Source: an optimization exercise on an open RTL-to-GDS flow (aim: small area, a short achievable clock period and few clock cycles per item). Production flows keep margins and buffers that such runs may drop.
No functional check of the RTL was part of any run shown here.
Power is estimated from default activity; no workload was simulated.

==> design.v <==
`default_nettype none
module rename_unit (
    input  wire logic                                      clock,
    input  wire logic                                      reset,
    input  wire logic                                      squash,
    input  wire logic                                      request_valid,
    output logic                                           request_ready,
    input  wire logic [2*15-1:0]      request,
    output logic                                           result_valid,
    input  wire logic                                      result_ready,
    output logic [2*18-1:0]           result,
    input  wire logic [2*12-1:0]      retire
);
    localparam int NA = 32;
    localparam int PW = 6;
    localparam int AW = 5;
    localparam int RQ = 2*15;
    localparam int RS = 2*18;
    logic [NA-1:0][PW-1:0] spec_q;        
    logic [NA-1:0][PW-1:0] commit_q;      
    logic [NA-1:0][PW-1:0] ring_q;
    logic [4:0]  head_q;                  
    logic [4:0]  ch_q;                    
    logic [5:0]  count_q;                 
    logic        ge1_q, ge2_q;            
    logic [1:0]  rv_q;
    logic [AW-1:0] rarn_q [2];
    logic [PW-1:0] rprn_q [2];
    logic [4:0]  wp_q;                    
    logic        sq_q;                    
    logic          hv_q, sv_q;
    logic [RQ-1:0] hd_q, sd_q;
    logic          ov_q, kv_q;
    logic [RS-1:0] od_q, kd_q;
    logic [PW-1:0] old0, old1;            
    logic [PW-1:0] pend0, pend1;          
    logic          pend0_v, pend1_v;
    always_comb begin
        old0 = commit_q[rarn_q[0]];
        old1 = (rv_q[0] && rarn_q[1] == rarn_q[0]) ? rprn_q[0] : commit_q[rarn_q[1]];
        pend0   = rv_q[0] ? old0 : old1;
        pend1   = old1;
        pend0_v = rv_q[0] || rv_q[1];
        pend1_v = rv_q[0] && rv_q[1];
    end
    logic [AW-1:0] a0, b0, d0, a1, b1, d1;
    logic          live0, live1;
    logic          enough, adv;
    logic [PW-1:0] alloc0, alloc1, first, second;
    logic [RS-1:0] renamed;
    logic [1:0]    popped;
    logic [4:0]    head1, wp1;
    assign wp1 = wp_q + 5'd1;
    always_comb begin
        {a1, b1, d1, a0, b0, d0} = hd_q;
        live0 = d0 != '0;
        live1 = d1 != '0;
        enough = (live0 && live1) ? ge2_q : ((live0 || live1) ? ge1_q : 1'b1);
        adv = hv_q && enough && !kv_q && !sq_q;
        popped = adv ? 2'({1'b0, live0} + {1'b0, live1}) : 2'd0;
        head1 = head_q + 5'd1;
        if (pend0_v && head_q == wp_q)
            first = pend0;
        else if (pend1_v && head_q == wp1)
            first = pend1;
        else
            first = ring_q[head_q];
        if (pend0_v && head1 == wp_q)
            second = pend0;
        else if (pend1_v && head1 == wp1)
            second = pend1;
        else
            second = ring_q[head1];
        alloc0 = first;
        alloc1 = live0 ? second : first;
        renamed[35:30] = (live0 && a1 == d0) ? alloc0 : spec_q[a1];
        renamed[29:24] = (live0 && b1 == d0) ? alloc0 : spec_q[b1];
        renamed[23:18] = live1 ? alloc1 : '0;
        renamed[17:12] = spec_q[a0];
        renamed[11:6]  = spec_q[b0];
        renamed[5:0]   = live0 ? alloc0 : '0;
    end
    logic accept_in, deliver;
    assign request_ready = !sv_q;
    assign accept_in     = request_valid && !sv_q;
    assign result_valid  = ov_q;
    assign result        = od_q;
    assign deliver       = ov_q && result_ready;
    logic [1:0] nret;
    logic [5:0] count_next;
    logic [4:0] ch_next;
    always_comb begin
        nret = reset ? 2'd0 : 2'({1'b0, retire[11]} + {1'b0, retire[23]});
        ch_next = ch_q + 5'(nret);
        count_next = squash ? 6'd32 : 6'(count_q - 6'(popped) + 6'(nret));
    end
    always_ff @(posedge clock) begin
        if (reset) begin
            head_q  <= '0;
            ch_q    <= '0;
            count_q <= 6'd32;
            ge1_q   <= 1'b1;
            ge2_q   <= 1'b1;
            rv_q    <= '0;
            sq_q    <= 1'b0;
            hv_q    <= 1'b0;
            sv_q    <= 1'b0;
            ov_q    <= 1'b0;
            kv_q    <= 1'b0;
        end else begin
            ch_q    <= ch_next;
            count_q <= count_next;
            ge1_q   <= count_next >= 6'd1;
            ge2_q   <= count_next >= 6'd2;
            rv_q    <= {retire[23], retire[11]};
            sq_q    <= squash;
            if (squash) begin
                head_q <= ch_next;
                hv_q   <= 1'b0;
                sv_q   <= 1'b0;
                ov_q   <= 1'b0;
                kv_q   <= 1'b0;
            end else begin
                head_q <= head_q + 5'(popped);
                if (adv || !hv_q) begin
                    hv_q <= sv_q || accept_in;
                    sv_q <= 1'b0;
                end else if (accept_in) begin
                    sv_q <= 1'b1;
                end
                if (deliver || !ov_q) begin
                    ov_q <= kv_q || adv;
                    kv_q <= 1'b0;
                end else if (adv) begin
                    kv_q <= 1'b1;
                end
            end
        end
    end
    always_ff @(posedge clock) begin
        wp_q <= ch_q;
        rarn_q[0] <= retire[10:6];
        rprn_q[0] <= retire[5:0];
        rarn_q[1] <= retire[22:18];
        rprn_q[1] <= retire[17:12];
        if (adv || !hv_q) hd_q <= sv_q ? sd_q : request;
        if (!sv_q) sd_q <= request;
        if (deliver || !ov_q) od_q <= kv_q ? kd_q : renamed;
        if (!kv_q) kd_q <= renamed;
    end
    always_ff @(posedge clock) begin
        if (reset) begin
            for (int i = 0; i < NA; i++) begin
                spec_q[i]   <= PW'(i);
                commit_q[i] <= PW'(i);
                ring_q[i]   <= PW'(i + NA);
            end
        end else begin
            for (int i = 1; i < NA; i++) begin
                if (rv_q[1] && rarn_q[1] == AW'(i))
                    commit_q[i] <= rprn_q[1];
                else if (rv_q[0] && rarn_q[0] == AW'(i))
                    commit_q[i] <= rprn_q[0];
            end
            for (int i = 1; i < NA; i++) begin
                if (sq_q) begin
                    if (rv_q[1] && rarn_q[1] == AW'(i))
                        spec_q[i] <= rprn_q[1];
                    else if (rv_q[0] && rarn_q[0] == AW'(i))
                        spec_q[i] <= rprn_q[0];
                    else
                        spec_q[i] <= commit_q[i];
                end else if (adv && live1 && d1 == AW'(i))
                    spec_q[i] <= alloc1;
                else if (adv && live0 && d0 == AW'(i))
                    spec_q[i] <= alloc0;
            end
            for (int i = 0; i < NA; i++) begin
                if (pend0_v && wp_q == 5'(i))
                    ring_q[i] <= pend0;
                else if (pend1_v && wp1 == 5'(i))
                    ring_q[i] <= pend1;
            end
        end
    end
endmodule
`default_nettype wire
==> run.sh <==
#!/bin/bash
# synth_recipe.tcl (not shown) runs the flow's synth.tcl, then flattens the netlist and writes it again
# the make line also repeats each setting of config.mk as NAME=value (left out here)
make -C /OpenROAD-flow-scripts/flow DESIGN_CONFIG=/design/flow/config.mk WORK_HOME=/design/flow/orfs CLKGATE_MAP_FILE= SYNTH_SCRIPT=/design/flow/synth_recipe.tcl finish
==> config.mk <==
export PLATFORM = sky130hd
export DESIGN_NAME = rename_unit
export DESIGN_NICKNAME = rename_unit
export VERILOG_FILES = /design/flow/design.v
export SDC_FILE = /design/flow/constraint.sdc
export NUM_CORES = 4
export LEC_CHECK = 0
export CAP_MARGIN = 20
export CORE_MARGIN = 2
export CORE_UTILIZATION = 25
export GPL_ROUTABILITY_DRIVEN = 1
export PLACE_DENSITY = 0.35
export SLEW_MARGIN = 20
==> constraint.sdc <==
create_clock -name core_clock -period 7.0 [get_ports {clock}]
set_input_delay 1.4000 -clock core_clock [delete_from_list [all_inputs] [get_ports {clock}]]
set_output_delay 1.4000 -clock core_clock [all_outputs]
set_load 0.01 [all_outputs]
==> results of run 1 <==
routing by layer:
metal  wire [um]  vias up  GRT usage
met5          28        -          0
met4       18600        6      0.158
li1            -    19026          -
met3       15000      471     0.0425
met1      104000    22393      0.319
met2      121000     1810      0.424
cell type report:
cell class,count,area (um2)
fillers,20023,135000
multi-input cells,3851,29600
flip-flops and latches,748,15700
well taps,2511,3140
clock buffers,138,2800
repair buffers,232,2070
clock inverters,49,684
inverters,45,176
diodes,4,10.0
logic make-up after synthesis:
kind of cell | share of synthesized area
AO/OA/AOI/OAI | 0.197
XOR/XNOR | 0.0103
adder cells (fa/ha/maj) | 0.00694
buffers and inverters | 0.0516
flip-flops | 0.328
multiplexers | 0.247
AND/OR/NAND/NOR | 0.159
path summary, 6_finish.rpt:
check,endpoint,depth (start not counted)
setup / recovery,spec_q[72],11
hold / removal,wp_q[3],0
setup reg to reg,spec_q[72],11
hold reg to reg,wp_q[3],0
sequential cells by signal, indices dropped and copies added, names as in the netlist, 2 cells and up:
name / cells
ch_q: 5
commit_q: 186
count_q: 6
hd_q: 30
head_q: 5
kd_q: 36
od_q: 36
rarn_q: 10
ring_q: 192
rprn_q: 12
rv_q: 2
sd_q: 30
spec_q: 186
wp_q: 5
stage by stage:
step	utilization	total power (W)	hold slack (ps)	cells	worst slack, ps
after floorplan	-	0.00653	337	5142	2060
after global placement	0.267	0.00789	393	7386	1670
after detailed placement	0.267	0.00788	385	7386	1660
after CTS	0.286	0.0135	394	7573	1640
after global routing	0.286	0.0138	404	7574	1450
final	0.286	0.0134	390	7578	1520
layout by cell type (no fill, tap or decap), drive strengths merged, types with 17 or more instances in the layout:
cell,n
dfxtp,682
nand2,594
nor2,536
mux4,370
a21oi,346
o21ai,345
a211oi,208
mux2i,165
mux2,152
nand3,151
clkbuf,138
buf,137
nor3,96
clkdlybuf4s50,95
nand2b,88
a221oi,77
and2,68
edfxtp,66
o22ai,55
o221ai,49
a22oi,47
inv,47
a31oi,44
o211ai,44
a22o,36
nor2b,32
xnor2,30
clkinv,29
or3,24
xor2,22
and3,20
ha,20
a221o,18
a2111oi,18
o31ai,17
where the power goes:
group / leakage, nW / internal, W / switching, W / total [W]
combinational: 10.6 / 0.00104 / 0.00184 / 0.00288
clock: 1.71 / 0.00332 / 0.00226 / 0.00558
sequential: 6.28 / 0.00459 / 0.000369 / 0.00496
==> key figures, run 1 <==
Detailed routing
  – Drt wl/cell: 34.1 um
  – # DRC: 0
  – Average vias per placed instance: 5.77
  – DR iter-0 viols: 4794
  – DR pass1 iterations: 7
  – DR vias: 43.7k
  – Routed wire length: 258 mm
  – Post-DRT Antenna Nets: 0

Power
  – Peak VDD IR: 0.173 mV
  – Pwr dens: 248 nW/um2
  – LEAKAGE: 18.6 nW

Setup path
  – Cell Chain, Critical Path: nor2b_1 -> a221oi_1 -> nor4_2 -> nor2_1 -> mux2_2 -> buf_4 -> o221a_1 -> buf_4 -> nand2_1 -> nand2_2 -> a2111oi_1
  – Crit. Startpoint: rarn_q[1][1]
  – Kind of critical path: flop to flop
  – CP Capture Type: flop
  – Max incr delay on CP: 1020 ps
  – Worst Path Required: 7650 ps
  – Worst reg2reg setup slack: 1520 ps
  – Most frequent CP cell: buf_4
  – Critical R2R Launch: rarn_q[1][1]
  – Crit-path slowest cell: nor4_2
  – Crit path max-delay family: simple AND/OR/NAND/NOR gates
  – Startpoint types: flop
  – Critical Path Fanout Max: 40
  – Critical path arrival: 6140 ps
  – Worst path bufs/invs: 2

Synth
  – Unique masters post-synth: 123
  – Syn avg cell area: 9.26 um2
  – Yosys reg bits: 748
  – Post-synthesis sequential area ratio: 0.328
  – Synth Cell Area: 47600 um2
  – Yosys Warn Count: 3
  – Top-area cell type share of the netlist area: 0.287
  – Number of flops mapped to enable cells by yosys: 66
  – Area leader, netlist: dfxtp_1
  – Post-Synthesis Cells: 5142
  – Top_reg_cell synth: dfxtp_1
  – Ranking of synthesized cells by area: dfxtp_1 (29%), mux4_2 (17%), nand2_1 (4.7%)
  – FFs w/ async S/R, synth: 0
  – Most common cell in the synthesized netlist: dfxtp_1
  – Synth cell count leaders: dfxtp_1 (682), nand2_1 (592), nor2_1 (535)
  – Synthesized net count: 5225

Floorplan
  – FP Rows: 160
  – Die area: 194000 um2
  – Chip Height: 440 um
  – Initial Utilization: 0.251
  – Io pins: 97
  – Core Area: 190000 um2
  – Die width: 440 um

Clock tree
  – CTS Buf Count: 99
  – Clock transition at path regs: 60 ps
  – Postcts setup bufs: 0
  – Htree depth: 3
  – Post-CTS sizing: 0
  – Max Buffers Root-to-Sink: 3
  – CTS sink cnt: 748
  – Clock Latency Late Sink: 770 ps
  – Clk root buf: clkbuf_16
  – Cts hold-fix bufs: 0
  – CTS tree: yes

STA
  – Final clock skew: 38.3 ps
  – Final Hold Viols: 0
  – Count of final max-slew check failures: 0
  – Final setup TNS: 0 ps
  – Setup violators final: 0
  – Final period util: 0.783
  – Achievable Freq: 182 MHz
  – Normalized max-slew margin: 0.126
  – Worst Tran Pin Value: 1300 ps
  – Unrepaired setup endpoints after global routing: false
  – Tmin final: 5480 ps

Worst hold path
  – Hold Path Origin: ch_q[3]
  – Worst min path class: flop to flop

Placement
  – Placed Area: 50600 um2
  – GP Congestion: 0.969
  – HPWL after detailed placement: 189 mm
  – IO buf count: 96

Finish
  – Layout cells sized above 1: 0.182
  – Area grow syn2layout: 13.8%
  – # nets final: 5060
  – Post-layout instance area: 54200 um2

Global route
  – GRT Total Usage: 0.259
  – Vias in the first global route: 41.2k
  – Largest net degree at the start of global routing: 129
  – First-pass GRT wire length: 353 mm
  – Initial antenna violation count: 10
  – Gr ovfl total: 0

Flow run
  – Max Cap Viol: 0

Status
  – Status: no timing/DRC/antenna violations
==> inputs of run 2 (changes only) <==
--- a/config.mk
+++ b/config.mk
@@ -8,6 +8,6 @@
 export CAP_MARGIN = 20
 export CORE_MARGIN = 2
-export CORE_UTILIZATION = 25
-export GPL_ROUTABILITY_DRIVEN = 1
-export PLACE_DENSITY = 0.35
+export CORE_UTILIZATION = 50
+export PLACE_DENSITY = 0.6
+export SETUP_SLACK_MARGIN = 4
 export SLEW_MARGIN = 20
==> run 2 against run 1 <==
  * The layout now fails its checks (capacitance limit, slew limit)
  * Cell count is 9.5% lower
  * Synthesized cell count stayed put
  * Critical path type unchanged
  * Via count grew 16%
  * Highest routed layer unchanged
==> key figures, run 2 <==
Finish
  – Leading cell type in the layout, fill and taps excluded: dfxtp_1
  – Top Registers: ring_q (192), commit_q (186), spec_q (186)
  – Area grow syn2layout: 34.3%
  – Most flop-heavy register: ring_q
  – Layout cells sized above 1: 0.381 (+0.199)
  – Largest register FFs: 192 (unchanged)
  – Filler cells: 7283 (-64%)
  – Most frequent cells in the layout: dfxtp_1 (662), nand2_1 (542), nor2_1 (403)
  – Util after Layout: 0.675 (+0.389)
  – # nets final: 5594 (+11%)

Detailed routing
  – DR iter-0 viols: 9432 (+97%)
  – Met2 Wirelength: 103 mm (-15%)
  – Metal-1 WL: 82.6 mm (-20%)
  – Drt wl/cell: 37.1 um (+8.9%)
  – Routed wire length: 255 mm (-1.4%)
  – Average vias per placed instance: 7.37 (+28%)
  – DR top layer: met5
  – Post-DRT Antenna Nets: 0 (unchanged)
  – # DRC: 0 (unchanged)
  – Detail Route met3 WL: 37.4 mm (+150%)
  – DR vias: 50.5k (+16%)
  – DR pass1 iterations: 7 (unchanged)

Status
  – Status: failed layout checks
  – Layout check faults: capacitance limit, slew limit

Synth
  – FFs w/ async S/R, synth: 0 (unchanged)
  – Syn avg cell area: 9.26 um2 (unchanged)
  – Post-Synthesis Cells: 5142 (unchanged)
  – XOR/XNOR share of the synthesized area: 0.0103 (unchanged)
  – Adder-cell area share of the yosys netlist: 0.00694 (unchanged)
  – Compound-Gate Fraction of Synth Area: 0.197 (unchanged)
  – Synth Cell Area: 47600 um2 (unchanged)
  – Yosys Warn Count: 3 (unchanged)
  – Number of flops mapped to enable cells by yosys: 66 (unchanged)
  – Main combinational cell family by area after synthesis: multiplexers
  – Top_reg_cell synth: dfxtp_1
  – Post-synthesis sequential area ratio: 0.328 (unchanged)
  – Area leader, netlist: dfxtp_1
  – Synth cell count leaders: dfxtp_1 (682), nand2_1 (592), nor2_1 (535)
  – Synthesized net count: 5225 (unchanged)
  – Unique masters post-synth: 123 (unchanged)
  – Most common cell in the synthesized netlist: dfxtp_1
  – Top-area cell type share of the netlist area: 0.287 (unchanged)
  – Post-synthesis simple-gate area fraction: 0.159 (unchanged)
  – Yosys reg bits: 748 (unchanged)
  – Ranking of synthesized cells by area: dfxtp_1 (29%), mux4_2 (17%), nand2_1 (4.7%)
  – Mux share of post-synthesis cell area: 0.247 (unchanged)

STA
  – Final Hold Viols: 0 (unchanged)
  – Setup violators final: 0 (unchanged)
  – Normalized max-slew margin: -0.0572 (-0.183)
  – Tmin final: 3780 ps (-1710 ps)
  – Final setup TNS: 0 ps (unchanged)
  – Final period util: 0.540 (-0.244)
  – Worst Tran Pin Value: 1590 ps (+288 ps)
  – Achievable Freq: 265 MHz (+45%)
  – Unrepaired setup endpoints after global routing: true
  – Final clock skew: 36.5 ps (-1.86 ps)
  – Count of final max-slew check failures: 6 (+6)

Floorplan
  – Initial Utilization: 0.502 (+0.251)
  – Die width: 313 um (-29%)
  – Die area: 97700 um2 (-50%)
  – FP Rows: 113 (-29%)
  – Core Area: 94700 um2 (-50%)
  – Chip Height: 313 um (-29%)
  – Io pins: 97 (unchanged)

Setup path
  – Worst r2r dst: spec_q[118]
  – Critical path arrival: 4450 ps (-1690 ps)
  – Worst Path Required: 7670 ps (+20 ps)
  – Startpoint types: flop
  – Reg2reg path depth: 8 (-3)
  – CP Capture Type: flop
  – Critical R2R Launch: rv_q[0]
  – Worst reg2reg setup slack: 3220 ps (+1710 ps)
  – Kind of critical path: flop to flop
  – Critical Path Fanout Max: 21 (-48%)

Global route
  – Initial antenna violation count: 12 (+2)
  – Gr ovfl total: 0 (unchanged)
  – GRT Total Usage: 0.488 (+0.229)
  – First-pass GRT wire length: 342 mm (-3.1%)
  – Vias in the first global route: 45.1k (+9.4%)
  – Largest net degree at the start of global routing: 144 (+12%)

Clock tree
  – Htree depth: 3 (unchanged)
  – CTS Buf Count: 87 (-12%)
  – CTS sink cnt: 748 (unchanged)
  – Clock transition at path regs: 60 ps (about the same)
  – Clk root buf: clkbuf_16
  – Max Buffers Root-to-Sink: 3 (unchanged)
  – Cts hold-fix bufs: 0 (unchanged)
  – Clock Latency Late Sink: 750 ps (-20 ps)
  – CTS tree: yes

Placement
  – IO buf count: 96 (unchanged)
  – HPWL after detailed placement: 157 mm (-17%)
  – GP Congestion: 1.06 (+9.9%)

Worst hold path
  – Hold Crit Depth: 0 (unchanged)
  – Worst min path class: flop to flop
  – Hold EP: wp_q[4]
  – Hold Path Origin: ch_q[4]

Power
  – Peak VDD IR: 0.258 mV (+49%)
  – LEAKAGE: 23.4 nW (+26%)
  – Pwr dens: 231 nW/um2 (-7.0%)

Flow run
  – Max Cap Viol: 2 (+2)
-- run 2: worst max path at each step --
stage / cells after the start / to / start / slack (ps)
after detailed placement: 11 / spec_q[100] / head_q[0] / 2030
after CTS: 20 / ge1_q / hd_q[3] / 3440
after global placement: 11 / spec_q[100] / head_q[0] / 2090
final: 8 / spec_q[118] / rv_q[0] / 3220
after global routing: 7 / spec_q[153] / rarn_q[1][4] / 3140
after floorplan: 20 / ge1_q / hd_q[2] / 2910
-- run 2: routing by layer --
metal,track usage,up-vias
met5,0.000967,-
met4,0.418,14
met3,0.178,1490
met2,0.702,4576
met1,0.577,24280
li1,-,20167
-- run 2: critical path, stage by stage (launching register included) --
cell	delay [ps]
dfxtp_1	310
buf_4	360
and2_1	310
nand3_2	380
nor3_4	550
mux2i_1	140
a21oi_1	1240
a221oi_4	130
a21oi_1	230
-- run 2: logic make-up (layout without fill, tap and decap cells) --
logic type               after synthesis  after routing
XOR/XNOR                              52             52
AND/OR/NAND/NOR                     1682           1684
AO/OA/AOI/OAI                       1406           1410
flip-flops                           748            748
other                                  0             11
buffers and inverters                543            975
multiplexers                         687            691
adder cells (fa/ha/maj)               24             24
-- run 2: report_power, final --
group,leakage [nW],total [W],switching (W),internal [W]
combinational,15.6,0.00489,0.00258,0.00230
clock,1.46,0.00491,0.00212,0.00278
sequential,6.28,0.00495,0.000358,0.00459
total,23.4,0.0147,0.00506,0.00968
-- run 2: metrics by stage --
| step | total power (W) | hold WS (ps) | instance area (um2) | cells | setup WS, ps |
|---|---|---|---|---|---|
| 6_report | 0.0147 | 358 | 63900 | 6860 | 3220 |
| 5_1_grt | 0.0149 | 366 | 63900 | 6850 | 3140 |
| 4_1_cts | 0.0139 | 360 | 60100 | 6660 | 3440 |
| 3_5_place_dp | 0.00767 | 351 | 49600 | 6101 | 2030 |
| 3_3_place_gp | 0.00766 | 349 | 49600 | 6101 | 2090 |
| 2_1_floorplan | 0.00661 | 332 | 48700 | 5142 | 2910 |
-- run 2: layout make-up --
cell class | instances | area, um2 | share of cell area
repair inverters | 1 | 8.76 | 0.000137
repair buffers | 767 | 8990 | 0.141
clock buffers | 116 | 2410 | 0.0376
multi-input cells | 3861 | 34500 | 0.539
diodes | 11 | 27.5 | 0.000431
well taps | 1265 | 1580 | 0.0248
flip-flops and latches | 748 | 15700 | 0.246
clock inverters | 46 | 573 | 0.00896
inverters | 45 | 186 | 0.00292
-- run 2: timing repair --
| action | 4_1_cts | 5_1_grt |
|---|---|---|
| gates resized for setup | 788 | 452 |
| cloned | 32 | 13 |
| buffers inserted | 365 | 174 |
| setup endpoints to repair | 619 | 449 |
| pin swaps | 215 | 238 |

re-timing with driven ports:
The flow's constraints put no driver on any port. The routed layouts listed below were extracted and timed again, unchanged, in two steps.
Step 1, drivers: a clkbuf_16 drives clock and a buf_2 each remaining input, both assumed.
Step 2 times the ports against the registers' clock, not the clock port: input delays grow and output delays shrink by t, the midpoint of the rising clock arrivals with the driver on.
Three values: ideal ports, drivers, drivers and shift; two values: the first two.
run | shift t [ns] | setup slack, ns | hold WS [ns]
run 1 | 0.839 | 1.518 / 1.518 / 1.518 | 0.390 / 0.390 / 0.390
run 2 | 0.809 | 3.223 / 3.223 / 2.653 | 0.358 / 0.358 / 0.358
For run 2, which loses most, drivers alone change the setup slack by 0.000 ns; drivers and shift together by -0.570 ns.
